This design comes from an exercise in tuning for small area on the open sky130 flow, not from production work. Function was checked by simulation only, so behaviour that the tests miss may differ from the original. Power and IR drop assume default switching activity.

==> flow/design.v <==
package riscv_pkg;
  localparam int XLEN       = 32;
  localparam int REG_ADDR_W = 5;
  localparam int NUM_REGS   = 32;
  localparam logic [REG_ADDR_W-1:0] REG_ZERO = 5'd0;
  typedef logic [XLEN-1:0]       word_t;
  typedef logic [REG_ADDR_W-1:0] reg_addr_t;
endpackage
module rf_read_port #(
  parameter int XLEN  = riscv_pkg::XLEN,
  parameter int NREGS = riscv_pkg::NUM_REGS,
  parameter int AW    = riscv_pkg::REG_ADDR_W
) (
  input  logic [AW-1:0]   addr,
  input  logic [NREGS-1:1][XLEN-1:0] regs,
  output logic [XLEN-1:0] rd
);
  logic [NREGS-1:1] sel;
  always_comb begin
    for (int i = 1; i < NREGS; i++) begin
      sel[i] = (addr == AW'(i));
    end
  end
  for (genvar b = 0; b < XLEN; b++) begin : g_bit
    logic [NREGS-1:1] col;
    for (genvar r = 1; r < NREGS; r++) begin : g_row
      assign col[r] = regs[r][b];
    end
    rf_read_bit #(.NREGS(NREGS)) u_bit (
      .sel (sel),
      .col (col),
      .rd  (rd[b])
    );
  end
endmodule
module rf_read_bit #(
  parameter int NREGS = riscv_pkg::NUM_REGS
) (
  input  logic [NREGS-1:1] sel,
  input  logic [NREGS-1:1] col,
  output logic             rd
);
  localparam int NG = (NREGS - 2) / 3;
  logic [NG-1:0] grp_n;
  for (genvar g = 0; g < NG; g++) begin : g_grp
    rf_aoi222 u_aoi (
      .s0 (sel[3*g+1]), .d0 (col[3*g+1]),
      .s1 (sel[3*g+2]), .d1 (col[3*g+2]),
      .s2 (sel[3*g+3]), .d2 (col[3*g+3]),
      .y  (grp_n[g])
    );
  end
  rf_read_or #(.NG(NG)) u_or (
    .grp_n (grp_n),
    .s     (sel[NREGS-1]),
    .d     (col[NREGS-1]),
    .rd    (rd)
  );
endmodule
module rf_aoi222 (
  input  logic s0, d0, s1, d1, s2, d2,
  output logic y
);
  assign y = ~((s0 & d0) | (s1 & d1) | (s2 & d2));
endmodule
module rf_read_or #(
  parameter int NG = 10
) (
  input  logic [NG-1:0] grp_n,
  input  logic          s,
  input  logic          d,
  output logic          rd
);
  assign rd = ~(&grp_n) | (s & d);
endmodule
module reg_file #(
  parameter int XLEN  = riscv_pkg::XLEN,
  parameter int NREGS = riscv_pkg::NUM_REGS,
  parameter int AW    = riscv_pkg::REG_ADDR_W
) (
  input  logic            clk,
  input  logic            reset,
  input  logic [AW-1:0]   A1,
  input  logic [AW-1:0]   A2,
  input  logic [AW-1:0]   A3,
  input  logic [XLEN-1:0] WD3,
  input  logic            WE3,
  output logic [XLEN-1:0] RD1,
  output logic [XLEN-1:0] RD2
);
  logic [NREGS-1:1][XLEN-1:0] regs;
  logic [XLEN-1:0]            wd_g;    
  logic [NREGS-1:1]           ld;      
  logic [NREGS-1:1]           hold;    
  assign wd_g = reset ? '0 : WD3;
  always_comb begin
    for (int i = 1; i < NREGS; i++) begin
      ld[i]   = reset | (WE3 & (A3 == AW'(i)));
      hold[i] = ~ld[i];
    end
  end
  for (genvar r = 1; r < NREGS; r++) begin : g_row
    for (genvar b = 0; b < XLEN; b++) begin : g_bit
      rf_cell u_cell (
        .clk  (clk),
        .ld   (ld[r]),
        .hold (hold[r]),
        .d    (wd_g[b]),
        .q    (regs[r][b])
      );
    end
  end
  rf_read_port #(.XLEN(XLEN), .NREGS(NREGS), .AW(AW)) u_rd1 (
    .addr  (A1),
    .regs  (regs),
    .rd    (RD1)
  );
  rf_read_port #(.XLEN(XLEN), .NREGS(NREGS), .AW(AW)) u_rd2 (
    .addr  (A2),
    .regs  (regs),
    .rd    (RD2)
  );
endmodule
module rf_cell (
  input  logic clk,
  input  logic ld,
  input  logic hold,
  input  logic d,
  output logic q
);
  always_ff @(posedge clk) begin
    q <= (ld & d) | (hold & q);
  end
endmodule
==> flow/config.mk <==
export PLATFORM = sky130hd
export DESIGN_NAME = reg_file
export DESIGN_NICKNAME = reg_file
export VERILOG_FILES = /design/flow/design.v
export SDC_FILE = /design/flow/constraint.sdc
export NUM_CORES = 4
export LEC_CHECK = 0
export CAP_MARGIN = 16
export CORE_MARGIN = 2
export CORE_UTILIZATION = 40
export CTS_BUF_LIST = sky130_fd_sc_hd__clkbuf_8 sky130_fd_sc_hd__clkbuf_16
export CTS_CLUSTER_DIAMETER = 80
export CTS_CLUSTER_SIZE = 24
export SLEW_MARGIN = 16
export SYNTH_HIERARCHICAL = 1
export CTS_ARGS = -sink_clustering_enable -repair_clock_nets -sink_clustering_size 24 -sink_clustering_max_diameter 80 -buf_list {sky130_fd_sc_hd__clkbuf_8 sky130_fd_sc_hd__clkbuf_16} -dont_use_dummy_load
export BUFFER_PORTS_ARGS = -buffer_cell sky130_fd_sc_hd__buf_1
==> flow/constraint.sdc <==
create_clock -name core_clock -period 8.0 [get_ports {clk}]
set_input_delay 1.6000 -clock core_clock [delete_from_list [all_inputs] [get_ports {clk}]]
set_output_delay 1.6000 -clock core_clock [all_outputs]
set_load 0.01 [all_outputs]
standard.sh (not shown) runs the stock make flow with config.mk's settings and CLKGATE_MAP_FILE= SYNTH_SCRIPT=/design/flow/synth_recipe.tcl, a recipe that flattens the netlist after the stock synthesis.
==> flow/flow/run.sh <==
#!/bin/bash
# The standard layout, with two ORFS settings added to its config.mk:
#  - clock tree synthesis without dummy loads (same clustering as config.mk)
#  - port buffers of the small buf_1 cell instead of the default delay buffer
# The full ORFS output goes to standard.log; ORFS's own step logs stay under orfs/logs.
set -euo pipefail
cat >> config.mk <<'EOT'
export CTS_ARGS = -sink_clustering_enable -repair_clock_nets -sink_clustering_size 24 -sink_clustering_max_diameter 80 -buf_list {sky130_fd_sc_hd__clkbuf_8 sky130_fd_sc_hd__clkbuf_16} -dont_use_dummy_load
export BUFFER_PORTS_ARGS = -buffer_cell sky130_fd_sc_hd__buf_1
EOT
bash standard.sh > standard.log 2>&1
Then changed:
--- a/flow/design.v
+++ b/flow/design.v
@@ -94,7 +94,17 @@
   logic [NREGS-1:1]           hold;    
   assign wd_g = reset ? '0 : WD3;
+  localparam int LW = AW / 2;           
+  localparam int HW = AW - LW;          
+  logic [(1<<HW)-1:0] wr_hi;
+  logic [(1<<LW)-1:0] wr_lo;
   always_comb begin
+    for (int k = 0; k < (1 << HW); k++) begin
+      wr_hi[k] = reset | (WE3 & (A3[AW-1:LW] == HW'(k)));
+    end
+    for (int j = 0; j < (1 << LW); j++) begin
+      wr_lo[j] = reset | (A3[LW-1:0] == LW'(j));
+    end
     for (int i = 1; i < NREGS; i++) begin
-      ld[i]   = reset | (WE3 & (A3 == AW'(i)));
+      ld[i]   = wr_hi[i >> LW] & wr_lo[i & ((1 << LW) - 1)];
       hold[i] = ~ld[i];
     end
Worst hold slack is about the same; die area barely changes; register-to-register slack got worse by 0.11 ns; power is higher by a few percent; wire length increases by a few percent; count of clock-buffer cells in the layout rises by 2; global-route usage went up by 1.1 points; area after synthesis barely changes.

[separate check: timing with driven ports]
How much do the figures lean on ideal ports? The routed layouts below were timed once more, with nothing changed but the port constraints.
Step 1, drivers: a clkbuf_16 drives clk and a buf_2 each remaining input, both assumed.
Step 2 moves the port delays by t, midway between the first and last clock arrival at a register: inputs arrive t later, outputs are due t later. That takes back most of the time a late clock gives input paths.
Three values: ideal, step 1, step 2; two values: the first two.
| run | shift t [ns] | slack for setup (ns) | cell pins on the clock port's net |
|---|---|---|---|
| the first run | 0.718 | 1.347 / 1.308 / 1.308 | 1 |
| the second run | 0.705 | 1.596 / 1.553 / 1.553 | 1 |
After both steps setup and hold are still met in every run listed. For the second run, which loses most, drivers alone change the setup slack by -0.043 ns; drivers and shift together by -0.043 ns.
